This is an optimization exercise on Yosys and OpenROAD, whose aim is small area, not a production implementation. The RTL was checked by simulation tests, not by an equivalence proof against the original design. The clock port is modelled as an ideal driver; clocking choices that lean on that would not hold on a real chip. Power is estimated from default activity; no workload was simulated.

==> flow/post_cts.tcl <==
# Upsize the clock buffers that drive flip-flop clock pins with a slow slew,
# then legalize the placement again.
proc my_slow_clk_drivers { limit } {
  set drivers [dict create]
  foreach pin [get_pins -hierarchical */CLK] {
    set s [get_property $pin slew_max]
    if { $s > $limit } {
      set net [get_nets -of_objects $pin]
      foreach d [get_pins -of_objects $net -filter "direction==output"] {
        dict set drivers [get_full_name [get_cells -of_objects $d]] 1
      }
    }
  }
  return [dict keys $drivers]
}
set my_clk_slew_target 0.100
for { set i 0 } { $i < 3 } { incr i } {
  estimate_parasitics -placement
  set slow [my_slow_clk_drivers $my_clk_slew_target]
  puts "post-CTS clock slew pass $i: [llength $slow] slow drivers"
  if { [llength $slow] == 0 } { break }
  foreach inst $slow {
    set master [get_property [get_cells $inst] ref_name]
    set bigger ""
    if { $master eq "sky130_fd_sc_hd__clkbuf_4" } { set bigger sky130_fd_sc_hd__clkbuf_8 }
    if { $master eq "sky130_fd_sc_hd__clkbuf_8" } { set bigger sky130_fd_sc_hd__clkbuf_16 }
    if { $bigger ne "" } {
      puts "  $inst $master -> $bigger"
      replace_cell $inst $bigger
    }
  }
  detailed_placement
}
estimate_parasitics -placement
==> flow/abc_speed.script <==
&get -n
&st
&dch -f
&nf -R 1000 -a -A 8 -F 8
&put
==> config.mk <==
export PLATFORM = sky130hd
export DESIGN_NAME = split_cache_top
export DESIGN_NICKNAME = split_cache_top
export VERILOG_FILES = /design/flow/design.v
export SDC_FILE = /design/flow/constraint.sdc
export NUM_CORES = 4
export LEC_CHECK = 0
export CAP_MARGIN = 10
export CORE_MARGIN = 2
export CORE_UTILIZATION = 65
export PLACE_DENSITY = 0.75
export SLEW_MARGIN = 10
==> flow/run.sh <==
#!/bin/bash
# Standard layout with four changes:
#  - synthesis maps the logic with an area-oriented ABC script (flow/abc_speed.script
#    replaces ORFS's); registers are mapped exactly as in the standard synthesis;
#  - the ports are buffered with buf_1;
#  - clock tree synthesis uses clkbuf_4 in clusters of at most 10 sinks (clkbuf_8 higher
#    up the tree) and no dummy loads;
#  - after clock tree synthesis, flow/post_cts.tcl upsizes the clock buffers whose
#    flip-flop clock pins have a slow slew.
set -euo pipefail
rm -rf orfs_scripts
cp -r "$FLOW_HOME/scripts" orfs_scripts
cp flow/abc_speed.script orfs_scripts/abc_speed.script
export SCRIPTS_DIR="$PWD/orfs_scripts"
export BUFFER_PORTS_ARGS="-buffer_cell sky130_fd_sc_hd__buf_1"
export CTS_ARGS="-sink_clustering_enable -repair_clock_nets -dont_use_dummy_load -buf_list {sky130_fd_sc_hd__clkbuf_4 sky130_fd_sc_hd__clkbuf_8} -sink_clustering_buffer sky130_fd_sc_hd__clkbuf_4 -sink_clustering_size 10 -sink_clustering_max_diameter 45"
export POST_CTS_TCL="$PWD/flow/post_cts.tcl"
bash standard.sh finish > standard.log 2>&1
==> standard.sh <==
#!/bin/bash
# synth_recipe.tcl (not shown) runs the flow's synth.tcl, then flattens the netlist and writes it again
# the make line also repeats each setting of config.mk as NAME=value (left out here)
make -C /OpenROAD-flow-scripts/flow DESIGN_CONFIG=/design/flow/config.mk WORK_HOME=/design/flow/orfs CLKGATE_MAP_FILE= SYNTH_SCRIPT=/design/flow/synth_recipe.tcl "${@:-finish}"
==> design.v <==
package cache_pkg;
    localparam int ADDR_W   = 32;
    localparam int OFFSET_W = 6;
    localparam int INDEX_W  = 4;
    localparam int NUM_SETS = 16;
    localparam int TAG_W    = ADDR_W - INDEX_W - OFFSET_W;
    localparam int D_WAYS = 8;
    localparam int I_WAYS = 4;
    localparam int WAY_W = 3;
    localparam int CNT_W = 16;
    localparam logic [1:0] MESI_I = 2'd0;
    localparam logic [1:0] MESI_S = 2'd1;
    localparam logic [1:0] MESI_E = 2'd2;
    localparam logic [1:0] MESI_M = 2'd3;
    localparam logic [2:0] OP_READ      = 3'd0;
    localparam logic [2:0] OP_WRITE     = 3'd1;
    localparam logic [2:0] OP_FETCH     = 3'd2;
    localparam logic [2:0] OP_SNOOP_INV = 3'd3;
    localparam logic [2:0] OP_SNOOP_RD  = 3'd4;
endpackage
`timescale 1ns/100ps
module set_store #(
    parameter int WAYS  = 8,
    parameter int AGE_W = 3
) (
    input  logic                                 clk_i,
    input  logic                                 rst_n_i,
    input  logic [cache_pkg::NUM_SETS-1:0]       set_sel_i,    
    output logic [WAYS*cache_pkg::TAG_W-1:0]     tag_o,
    output logic [WAYS*2-1:0]                    mesi_o,
    output logic [(WAYS-2)*AGE_W:0]              age_o,
    input  logic [WAYS-1:0]                      tag_we_i,
    input  logic [cache_pkg::TAG_W-1:0]          tag_i,
    input  logic                                 state_we_i,
    input  logic [WAYS*2-1:0]                    mesi_i,
    input  logic [(WAYS-2)*AGE_W:0]              age_i
);
    localparam int TAG_W  = cache_pkg::TAG_W;
    localparam int SETS   = cache_pkg::NUM_SETS;
    localparam int TSET_W = WAYS * TAG_W;
    localparam int MSET_W = WAYS * 2;
    localparam int ASET_W = (WAYS - 2) * AGE_W + 1;
    function automatic [ASET_W-1:0] cold_ages();
        cold_ages = '0;
        for (int w = 0; w < WAYS - 2; w++) begin
            cold_ages[w*AGE_W +: AGE_W] = AGE_W'(w);
        end
    endfunction
    localparam logic [ASET_W-1:0] COLD_AGES = cold_ages();
    logic [SETS*TSET_W-1:0] tag_q;
    logic [SETS*MSET_W-1:0] mesi_q;
    logic [SETS*ASET_W-1:0] age_q;
    logic [MSET_W-1:0] mesi_d;
    logic [ASET_W-1:0] age_d;
    assign mesi_d = rst_n_i ? mesi_i : '0;
    assign age_d  = rst_n_i ? age_i  : COLD_AGES;
    always_ff @(posedge clk_i) begin
        for (int s = 0; s < SETS; s++) begin
            for (int w = 0; w < WAYS; w++) begin
                if (tag_we_i[w] && set_sel_i[s]) begin
                    tag_q[(s*WAYS + w)*TAG_W +: TAG_W] <= tag_i;
                end
            end
            if (!rst_n_i || (state_we_i && set_sel_i[s])) begin
                mesi_q[s*MSET_W +: MSET_W] <= mesi_d;
                age_q[s*ASET_W +: ASET_W]  <= age_d;
            end
        end
    end
    for (genvar b = 0; b < TSET_W; b++) begin : g_tag_rd
        logic [SETS-1:0] col;
        for (genvar s = 0; s < SETS; s++) begin : g_col
            assign col[s] = tag_q[s*TSET_W + b];
        end
        rd_mux16 u_mux (.sel_i(set_sel_i), .d_i(col), .q_o(tag_o[b]));
    end
    for (genvar b = 0; b < MSET_W; b++) begin : g_mesi_rd
        logic [SETS-1:0] col;
        for (genvar s = 0; s < SETS; s++) begin : g_col
            assign col[s] = mesi_q[s*MSET_W + b];
        end
        rd_mux16 u_mux (.sel_i(set_sel_i), .d_i(col), .q_o(mesi_o[b]));
    end
    for (genvar b = 0; b < ASET_W; b++) begin : g_age_rd
        logic [SETS-1:0] col;
        for (genvar s = 0; s < SETS; s++) begin : g_col
            assign col[s] = age_q[s*ASET_W + b];
        end
        rd_mux16 u_mux (.sel_i(set_sel_i), .d_i(col), .q_o(age_o[b]));
    end
endmodule
module rd_mux16 (
    input  logic [15:0] sel_i,
    input  logic [15:0] d_i,
    output logic        q_o
);
    logic [15:0] p;
    logic [5:0]  g;
    assign p = sel_i & d_i;
    assign g[0] = p[0]  | p[1]  | p[2];
    assign g[1] = p[3]  | p[4]  | p[5];
    assign g[2] = p[6]  | p[7]  | p[8];
    assign g[3] = p[9]  | p[10] | p[11];
    assign g[4] = p[12] | p[13] | p[14];
    assign g[5] = p[15];
    assign q_o  = (g[0] | g[1] | g[2]) | (g[3] | g[4] | g[5]);
endmodule
`timescale 1ns/100ps
module way_update #(
    parameter int WAYS  = 8,
    parameter int AGE_W = 3
) (
    input  logic                                 lookup_en_i,
    input  logic [2:0]                           op_i,
    input  logic [cache_pkg::TAG_W-1:0]          tag_i,
    input  logic [WAYS*cache_pkg::TAG_W-1:0]     tag_set_i,
    input  logic [WAYS*2-1:0]                    mesi_set_i,
    input  logic [(WAYS-2)*AGE_W:0]              age_set_i,
    output logic [WAYS-1:0]                      tag_we_o,
    output logic                                 state_we_o,
    output logic [WAYS*2-1:0]                    mesi_o,
    output logic [(WAYS-2)*AGE_W:0]              age_o,
    output logic                                 hit_o,
    output logic [cache_pkg::WAY_W-1:0]          way_o,
    output logic [1:0]                           rsp_mesi_o,
    output logic                                 victim_dirty_o
);
    localparam int TAG_W = cache_pkg::TAG_W;
    localparam int IDX_W = $clog2(WAYS);
    logic [TAG_W-1:0] tag_in  [WAYS];
    logic [1:0]       mesi_in [WAYS];
    logic [AGE_W-1:0] age_in  [WAYS];
    logic [WAYS-1:0]  valid_vec;
    logic [WAYS-1:0]  hit_vec;
    logic [WAYS-1:0]  inv_vec;
    logic [WAYS-1:0]  old_vec;
    logic [WAYS-1:0]  sel_vec;
    logic [WAYS-1:0]  upd_vec;
    logic             hit;
    logic             any_inv;
    logic [AGE_W-1:0] touched_age;
    logic [1:0]       sel_mesi;
    logic [IDX_W-1:0] sel_way;
    logic [1:0]       new_mesi;
    logic             is_snoop;
    always_comb begin
        for (int w = 0; w < WAYS; w++) begin
            tag_in[w]  = tag_set_i[w*TAG_W +: TAG_W];
            mesi_in[w] = mesi_set_i[w*2 +: 2];
        end
    end
    logic [WAYS-1:0]  age_used;
    logic [AGE_W-1:0] free_lo;
    logic [AGE_W-1:0] free_hi;
    logic             last_older;
    logic [AGE_W-1:0] new_age [WAYS];
    always_comb begin
        age_used = '0;
        for (int w = 0; w < WAYS - 2; w++) begin
            age_in[w] = age_set_i[w*AGE_W +: AGE_W];
            for (int a = 0; a < WAYS; a++) begin
                if (age_in[w] == AGE_W'(a)) age_used[a] = 1'b1;
            end
        end
        free_lo = '0;
        for (int a = WAYS - 1; a >= 0; a--) begin
            if (!age_used[a]) free_lo = AGE_W'(a);
        end
        free_hi = '0;
        for (int a = 0; a < WAYS; a++) begin
            if (!age_used[a]) free_hi = AGE_W'(a);
        end
        last_older       = age_set_i[(WAYS-2)*AGE_W];
        age_in[WAYS - 2] = last_older ? free_hi : free_lo;
        age_in[WAYS - 1] = last_older ? free_lo : free_hi;
    end
    always_comb begin
        for (int w = 0; w < WAYS; w++) begin
            valid_vec[w] = (mesi_in[w] != cache_pkg::MESI_I);
            hit_vec[w]   = valid_vec[w] && (tag_in[w] == tag_i);
            old_vec[w]   = (age_in[w] == AGE_W'(WAYS - 1));
        end
    end
    assign hit     = |hit_vec;
    assign any_inv = ~&valid_vec;
    always_comb begin
        for (int w = 0; w < WAYS; w++) begin
            inv_vec[w] = !valid_vec[w];
            for (int v = 0; v < w; v++) begin
                if (!valid_vec[v]) inv_vec[w] = 1'b0;
            end
        end
    end
    assign sel_vec = hit ? hit_vec : (any_inv ? inv_vec : old_vec);
    assign is_snoop = (op_i == cache_pkg::OP_SNOOP_INV) || (op_i == cache_pkg::OP_SNOOP_RD);
    assign upd_vec = is_snoop ? '0 : sel_vec;
    always_comb begin
        touched_age = '0;
        sel_mesi    = '0;
        sel_way     = '0;
        for (int w = 0; w < WAYS; w++) begin
            touched_age = touched_age | ({AGE_W{upd_vec[w]}} & age_in[w]);
            sel_mesi    = sel_mesi    | ({2{sel_vec[w]}} & mesi_in[w]);
            sel_way     = sel_way     | ({IDX_W{sel_vec[w]}} & IDX_W'(w));
        end
    end
    always_comb begin
        new_mesi = sel_mesi;
        case (op_i)
            cache_pkg::OP_SNOOP_INV: if (hit) new_mesi = cache_pkg::MESI_I;
            cache_pkg::OP_SNOOP_RD: begin
                if (hit && sel_mesi[1]) new_mesi = cache_pkg::MESI_S;
            end
            cache_pkg::OP_WRITE: new_mesi = cache_pkg::MESI_M;
            default: if (!hit) new_mesi = cache_pkg::MESI_E;
        endcase
    end
    always_comb begin
        for (int w = 0; w < WAYS; w++) begin
            mesi_o[w*2 +: 2] = sel_vec[w] ? new_mesi : mesi_in[w];
            if (upd_vec[w]) begin
                new_age[w] = '0;
            end else if (age_in[w] < touched_age) begin
                new_age[w] = age_in[w] + 1'b1;
            end else begin
                new_age[w] = age_in[w];
            end
        end
        for (int w = 0; w < WAYS - 2; w++) begin
            age_o[w*AGE_W +: AGE_W] = new_age[w];
        end
        age_o[(WAYS-2)*AGE_W] = upd_vec[WAYS-1] || (!upd_vec[WAYS-2] && last_older);
    end
    assign tag_we_o  = {WAYS{lookup_en_i && !is_snoop && !hit}} & sel_vec;
    assign state_we_o = lookup_en_i && (!is_snoop || hit);
    assign hit_o          = lookup_en_i && hit;
    assign way_o          = (lookup_en_i && !(is_snoop && !hit)) ? cache_pkg::WAY_W'(sel_way) : '0;
    assign rsp_mesi_o     = (lookup_en_i && !(is_snoop && !hit)) ? new_mesi : cache_pkg::MESI_I;
    assign victim_dirty_o = lookup_en_i && !is_snoop && !hit && (sel_mesi == cache_pkg::MESI_M);
endmodule
`timescale 1ns/100ps
module command_router (
    input  logic                           clk_i,
    input  logic                           rst_n_i,
    input  logic                           cmd_valid_i,
    input  logic [34:0]                    cmd_i,
    output logic                           d_lookup_en_o,
    output logic                           i_lookup_en_o,
    output logic [2:0]                     op_o,
    output logic [cache_pkg::TAG_W-1:0]    tag_o,
    output logic [cache_pkg::NUM_SETS-1:0] set_sel_o,
    input  logic                           d_hit_i,
    input  logic [cache_pkg::WAY_W-1:0]    d_way_i,
    input  logic [1:0]                     d_mesi_i,
    input  logic                           d_victim_dirty_i,
    input  logic                           i_hit_i,
    input  logic [cache_pkg::WAY_W-1:0]    i_way_i,
    input  logic [1:0]                     i_mesi_i,
    input  logic                           i_victim_dirty_i,
    output logic                           rsp_valid_o,
    output logic [7:0]                     rsp_o,
    output logic [31:0]                    stats_o
);
    logic                          s1_valid_q;
    logic [2:0]                    s1_op_q;
    logic [cache_pkg::TAG_W-1:0]   s1_tag_q;
    logic [cache_pkg::INDEX_W-1:0] s1_index_q;
    logic                          s1_snoop;
    logic                          s1_fetch;
    logic                          s1_data;
    logic [7:0]                    merged;
    logic [cache_pkg::CNT_W-1:0]   hit_count_q;
    logic [cache_pkg::CNT_W-1:0]   miss_count_q;
    always_ff @(posedge clk_i) begin
        if (!rst_n_i) begin
            s1_valid_q <= 1'b0;
        end else begin
            s1_valid_q <= cmd_valid_i;
        end
    end
    always_ff @(posedge clk_i) begin
        s1_op_q    <= cmd_i[34:32];
        s1_tag_q   <= cmd_i[31:10];
        s1_index_q <= cmd_i[9:6];
    end
    assign s1_snoop = (s1_op_q == cache_pkg::OP_SNOOP_INV) || (s1_op_q == cache_pkg::OP_SNOOP_RD);
    assign s1_fetch = (s1_op_q == cache_pkg::OP_FETCH);
    assign s1_data  = (s1_op_q == cache_pkg::OP_READ) || (s1_op_q == cache_pkg::OP_WRITE);
    assign d_lookup_en_o = s1_valid_q && (s1_data || s1_snoop);
    assign i_lookup_en_o = s1_valid_q && (s1_fetch || s1_snoop);
    assign op_o          = s1_op_q;
    assign tag_o         = s1_tag_q;
    always_comb begin
        for (int s = 0; s < cache_pkg::NUM_SETS; s++) begin
            set_sel_o[s] = (s1_index_q == cache_pkg::INDEX_W'(s));
        end
    end
    always_comb begin
        if (s1_snoop) begin
            if (d_hit_i) merged = {1'b1, d_way_i, d_mesi_i, 1'b0, 1'b0};
            else         merged = {i_hit_i, i_way_i, i_mesi_i, 1'b0, 1'b1};
        end else if (s1_fetch) begin
            merged = {i_hit_i, i_way_i, i_mesi_i, 1'b0, 1'b1};
        end else begin
            merged = {d_hit_i, d_way_i, d_mesi_i, d_victim_dirty_i, 1'b0};
        end
    end
    always_ff @(posedge clk_i) begin
        if (!rst_n_i) begin
            rsp_valid_o  <= 1'b0;
            hit_count_q  <= '0;
            miss_count_q <= '0;
        end else begin
            rsp_valid_o <= s1_valid_q;
            if (s1_valid_q && !s1_snoop) begin
                if (merged[7]) begin
                    hit_count_q <= hit_count_q + 1'b1;
                end else begin
                    miss_count_q <= miss_count_q + 1'b1;
                end
            end
        end
    end
    assign stats_o = {hit_count_q, miss_count_q};
    always_ff @(posedge clk_i) begin
        rsp_o <= merged;
    end
endmodule
`timescale 1ns/100ps
module split_cache_top (
    input  logic                 clk_i,
    input  logic                 rst_n_i,
    input  logic                 cmd_valid_i,
    input  logic [34:0]          cmd_i,
    output logic                 rsp_valid_o,
    output logic [7:0]           rsp_o,
    output logic [31:0]          stats_o
);
    localparam int TAG_W   = cache_pkg::TAG_W;
    localparam int D_WAYS  = cache_pkg::D_WAYS;
    localparam int I_WAYS  = cache_pkg::I_WAYS;
    localparam int D_AGE_W = $clog2(D_WAYS);
    localparam int I_AGE_W = $clog2(I_WAYS);
    logic                          d_lookup_en;
    logic                          i_lookup_en;
    logic [2:0]                    op;
    logic [TAG_W-1:0]              tag;
    logic [cache_pkg::NUM_SETS-1:0] set_sel;
    logic [D_WAYS*TAG_W-1:0]       d_tag_set;
    logic [D_WAYS*2-1:0]           d_mesi_set;
    logic [(D_WAYS-2)*D_AGE_W:0]   d_age_set;
    logic [D_WAYS-1:0]             d_tag_we;
    logic                          d_state_we;
    logic [D_WAYS*2-1:0]           d_mesi_wr;
    logic [(D_WAYS-2)*D_AGE_W:0]   d_age_wr;
    logic                          d_hit;
    logic [cache_pkg::WAY_W-1:0]   d_way;
    logic [1:0]                    d_mesi;
    logic                          d_victim_dirty;
    logic [I_WAYS*TAG_W-1:0]       i_tag_set;
    logic [I_WAYS*2-1:0]           i_mesi_set;
    logic [(I_WAYS-2)*I_AGE_W:0]   i_age_set;
    logic [I_WAYS-1:0]             i_tag_we;
    logic                          i_state_we;
    logic [I_WAYS*2-1:0]           i_mesi_wr;
    logic [(I_WAYS-2)*I_AGE_W:0]   i_age_wr;
    logic                          i_hit;
    logic [cache_pkg::WAY_W-1:0]   i_way;
    logic [1:0]                    i_mesi;
    logic                          i_victim_dirty;
    command_router u_router (
        .clk_i            (clk_i),
        .rst_n_i          (rst_n_i),
        .cmd_valid_i      (cmd_valid_i),
        .cmd_i            (cmd_i),
        .d_lookup_en_o    (d_lookup_en),
        .i_lookup_en_o    (i_lookup_en),
        .op_o             (op),
        .tag_o            (tag),
        .set_sel_o        (set_sel),
        .d_hit_i          (d_hit),
        .d_way_i          (d_way),
        .d_mesi_i         (d_mesi),
        .d_victim_dirty_i (d_victim_dirty),
        .i_hit_i          (i_hit),
        .i_way_i          (i_way),
        .i_mesi_i         (i_mesi),
        .i_victim_dirty_i (i_victim_dirty),
        .rsp_valid_o      (rsp_valid_o),
        .rsp_o            (rsp_o),
        .stats_o          (stats_o)
    );
    set_store #(.WAYS(D_WAYS), .AGE_W(D_AGE_W)) u_d_store (
        .clk_i     (clk_i),
        .rst_n_i   (rst_n_i),
        .set_sel_i (set_sel),
        .tag_o     (d_tag_set),
        .mesi_o    (d_mesi_set),
        .age_o     (d_age_set),
        .tag_we_i  (d_tag_we),
        .tag_i     (tag),
        .state_we_i (d_state_we),
        .mesi_i    (d_mesi_wr),
        .age_i     (d_age_wr)
    );
    way_update #(.WAYS(D_WAYS), .AGE_W(D_AGE_W)) u_d_update (
        .lookup_en_i    (d_lookup_en),
        .op_i           (op),
        .tag_i          (tag),
        .tag_set_i      (d_tag_set),
        .mesi_set_i     (d_mesi_set),
        .age_set_i      (d_age_set),
        .tag_we_o       (d_tag_we),
        .state_we_o     (d_state_we),
        .mesi_o         (d_mesi_wr),
        .age_o          (d_age_wr),
        .hit_o          (d_hit),
        .way_o          (d_way),
        .rsp_mesi_o     (d_mesi),
        .victim_dirty_o (d_victim_dirty)
    );
    set_store #(.WAYS(I_WAYS), .AGE_W(I_AGE_W)) u_i_store (
        .clk_i     (clk_i),
        .rst_n_i   (rst_n_i),
        .set_sel_i (set_sel),
        .tag_o     (i_tag_set),
        .mesi_o    (i_mesi_set),
        .age_o     (i_age_set),
        .tag_we_i  (i_tag_we),
        .tag_i     (tag),
        .state_we_i (i_state_we),
        .mesi_i    (i_mesi_wr),
        .age_i     (i_age_wr)
    );
    way_update #(.WAYS(I_WAYS), .AGE_W(I_AGE_W)) u_i_update (
        .lookup_en_i    (i_lookup_en),
        .op_i           (op),
        .tag_i          (tag),
        .tag_set_i      (i_tag_set),
        .mesi_set_i     (i_mesi_set),
        .age_set_i      (i_age_set),
        .tag_we_o       (i_tag_we),
        .state_we_o     (i_state_we),
        .mesi_o         (i_mesi_wr),
        .age_o          (i_age_wr),
        .hit_o          (i_hit),
        .way_o          (i_way),
        .rsp_mesi_o     (i_mesi),
        .victim_dirty_o (i_victim_dirty)
    );
endmodule
==> constraint.sdc <==
create_clock -name core_clock -period 12.0 [get_ports {clk_i}]
set_input_delay 2.4000 -clock core_clock [delete_from_list [all_inputs] [get_ports {clk_i}]]
set_output_delay 2.4000 -clock core_clock [all_outputs]
set_load 0.01 [all_outputs]
==> run summary <==
- Outcome: no timing/DRC/antenna violations
- First-pass GRT wire length: between 600 and 700 mm
- Final core occ: 71.1%
- Internal Power: approximately 24,000 uW
- Startpoint Class: flip-flop
- Flop pwr share: 66.5%
- WP data arrival: approximately 11 ns
- Area Growth Syn to Fin: 8.58%
- Buf/Inv on CP: 2
- Initial antenna violation count: 13
- Syn_nets: roughly 9k
- Cell Area, Placed: around 190,000 um^2
- R2r setup slk: 2.31 ns
- Wirelength per Cell: approximately 35 um
- Slew @ Worst Pin: 1.36 ns
- Ratio of cells with drive above 1 in the final layout: 13.2%
- Static leakage: approximately 0.06 uW
- Cells after DPL: approximately 13k
- Die H: 530 um
- Sw power: 6970 uW
- Gp weighted congestion: 0.896
- Pwr/cell area: roughly 160 nW/um^2
- Finished Cell Area: 195,000 um^2
- Ys Warns: 13
- Asr flop ratio synth: 0%
- Tot GR Track Use: about a third
- Post-Syn Instances: roughly 8.9k
- Vias: slightly above 100k
- Required @ worst endpoint: between 10 and 15 ns
- Commonest non-fill, non-tap cells in the layout: 4,992 x edfxtp_1, 1,556 x a222oi_1, 472 x nand2_1
- Clk slew on worst S/H paths: 0.10 ns
- Worst Path Max Fanout: 46
- Gate power share: about 7.1%
- DIE AREA: about 280,000 um^2
- Critical Path Source: u_router.s1_index_q[0]
- Slew Limit Fails: 0
- Setup Viol. Count Final: 0
- Core area: ~270,000 um^2
- Largest net degree at the start of global routing: between 100 and 150
- Largest delay share family, worst path: simple AND/OR/NAND/NOR gates
- Total I/O pin count: slightly below 80
- Layout Cells excl Fill: 13.6k
- Max incr delay on CP: 0.97 ns
- Number of port buffers: just over 70
- Final layout net count: about 10k
- Prevailing post-synth register cell: edfxtp_1
- FF-to-FF End: u_d_store.age_q[249]
- Grt ovf: 0
- Clock skew: between 0.1 and 0.15 ns
- Setup crit end kind: flip-flop
- Achievable frequency: about 100 MHz
- Slowest-stage cell, CP: nor4_2
- Detailed Route Iter0 Violations: approximately 24k
- Clock power share: a little over a quarter
- Seq cells post-synth: around 5.1k
- Maximum VDD drop: around 0.13 mV
- EDFF count, synth: 4,992
- Sw Share: 22.7%
- Setup TNS: 0 ns
- Starting Density: 65.5%
- Clock latency (worst-skew pair): 1.22 ns
- DRC Markers: 0
- Post-route minimum period: between 9 and 10 ns
- Syn_area_per_cell: 20.2 um^2
- Clock Sinks: ~5k
- Post-DP HPWL: 251 mm
- Commonest non-fill, non-tap cell in the layout: edfxtp_1
- Cell area after synthesis: between 150,000 and 200,000 um^2
- Post-route clock period utilization: between 80% and 90%
- Unique cell type count in the Yosys netlist: 57
- Worst path depth: 24
- Pre-antenna DRT Iters: 13
- Die extent in x: 530 um
- Antenna-violating nets left: 0
- Via/cell ratio: 7.62
- HP Class: flip-flop to flip-flop
- CTS tree: yes
- R2R depth: 24
- Vias in the first global route: around 100k
- Maxcap violations: 0
- Worst setup path end: u_d_store.age_q[249]
- Crit Path Category: flip-flop to flip-flop
- Crit-path cells: nand2b_1 -> nor3_4 -> buf_4 -> buf_4 -> a222oi_1 -> nand3_1 -> a211oi_1 -> nand2_1 -> o21ai_0 -> nor4_1 -> nand4_1 -> nor4_2 -> nand4b_1 -> nor4bb_4 -> a21boi_0 -> nand2b_1 -> o22ai_1 -> nor4_1 -> o31ai_2 -> a22o_1 -> o21ai_0 -> a21oi_1 -> mux2i_1 -> nor2_2
- RR Startpoint: u_router.s1_index_q[0]
- Fin. Hold Viols: 0
- Num rows: 192
- Sequential share of the synthesized area: 84.3%
- Slew margin rel.: about 9.1%
- Drt total wl: roughly 480 mm
- Unrepaired setup endpoints after global routing: no
-- metal layers --
layer	global-route usage, %	vias to the layer above	share of wire, %
li1	-	42128	-
met1	46.1	51788	34
met2	53.1	8944	47
met3	8.11	1127	15
met4	12.4	6	3.8
met5	0	-	0.0069
-- Yosys cell counts, drive strengths merged (34+ instances only) --
library cell  number  area share (%)
a21oi            131            0.37
nor4              34            0.12
xor2              39            0.19
nand4             72            0.25
a211oi           259             1.1
nand2            481             1.0
nor2             320            0.67
dfxtp             71            0.79
edfxtp          4992              83
nand3            294            0.82
clkinv            39           0.082
ha                54            0.38
xnor2             76            0.37
a222oi          1556             8.7
o21ai            132            0.37
-- flip-flops by register name, summed over array words and instances, names as in the netlist, 16 cells and up --
signal	count
u_d_store.age_q	304
u_router.hit_count_q	16
u_i_store.age_q	80
u_router.miss_count_q	16
u_d_store.tag_q	2816
u_d_store.mesi_q	256
u_i_store.mesi_q	128
u_router.s1_tag_q	22
u_i_store.tag_q	1408
-- worst min path at each step --
stage	to	cells past startpoint	startpoint	slack [ns]
3_5_place_dp	u_router.miss_count_q[15]	1	u_router.miss_count_q[15]	0.45
3_3_place_gp	u_router.hit_count_q[15]	1	u_router.hit_count_q[15]	0.44
5_1_grt	u_router.miss_count_q[15]	1	u_router.miss_count_q[15]	0.49
2_1_floorplan	u_router.hit_count_q[15]	1	u_router.hit_count_q[15]	0.47
6_report	u_router.miss_count_q[15]	1	u_router.miss_count_q[15]	0.46
-- through the flow --
step | worst slack [ns] | power [uW] | hold slack (ns)
3_3_place_gp | 2.89 | 22800 | 0.442
6_report | 2.31 | 30700 | 0.458
5_1_grt | 2.12 | 31600 | 0.494
3_5_place_dp | 2.72 | 22900 | 0.445
2_1_floorplan | -0.396 | 22100 | 0.473
-- power by group through the flow --
| stage | logic (uW) | clock network [uW] | registers (uW) |
|---|---|---|---|
| after floorplan | 1230 | 0 | 20900 |
| after global placement | 2040 | 0 | 20700 |
| after detailed placement | 2120 | 0 | 20800 |
| after global routing | 2330 | 8790 | 20400 |
| final | 2190 | 8090 | 20400 |
-- cell families (layout without fill, tap and decap cells) --
| logic type | after synthesis | after routing | synth area share [%] |
|---|---|---|---|
| DFF | 5063 | 5063 | 84.3 |
| adders and majority gates | 54 | 54 | 0.376 |
| buffers and inverters | 39 | 1116 | 0.0815 |
| muxes | 14 | 14 | 0.0795 |
| and+or+nand+nor | 1321 | 1321 | 3.29 |
| AOI/OAI and AO/OA | 2268 | 2268 | 11.3 |
| xor gates and xnor gates | 115 | 115 | 0.561 |
| other | 0 | 9 | 0 |
-- area by class of cell --
cell class	count	area (um^2)
Tap cell	3686	4610
Multi-Input combinational cell	3772	29300
Timing Repair Buffer	487	3900
Fill cell	16198	79200
Antenna cell	9	22.5
Sequential cell	5063	151000
Inverter	39	148
Clock buffer	590	5570

afterwards: timing with drivers on the ports:
The results above use ideal ports. As a check the final layout listed here was re-extracted and re-timed, cells and wires unchanged.
Step 1: set_driving_cell puts a clkbuf_16 on clk_i and a buf_2 on each other input, an assumption about the parent block.
Step 2 also shifts input and output timing later by t, the mid clock arrival at the registers, as if the neighbouring blocks saw the same clock.
Slacks: ideal / step 1 / step 2; pairs: ideal / step 1.
t (ns): 1.246
slack for setup (ns): 2.309 / 2.309 / 2.309
worst setup path at the end: register to register
worst register clock-pin slew, ns: 0.12 / 0.12
worst data-port slew with drivers (ns): 0.07
After both steps this run still meets setup and hold. The setup slack of this run moves by 0.000 ns with the drivers and by 0.000 ns with both steps.
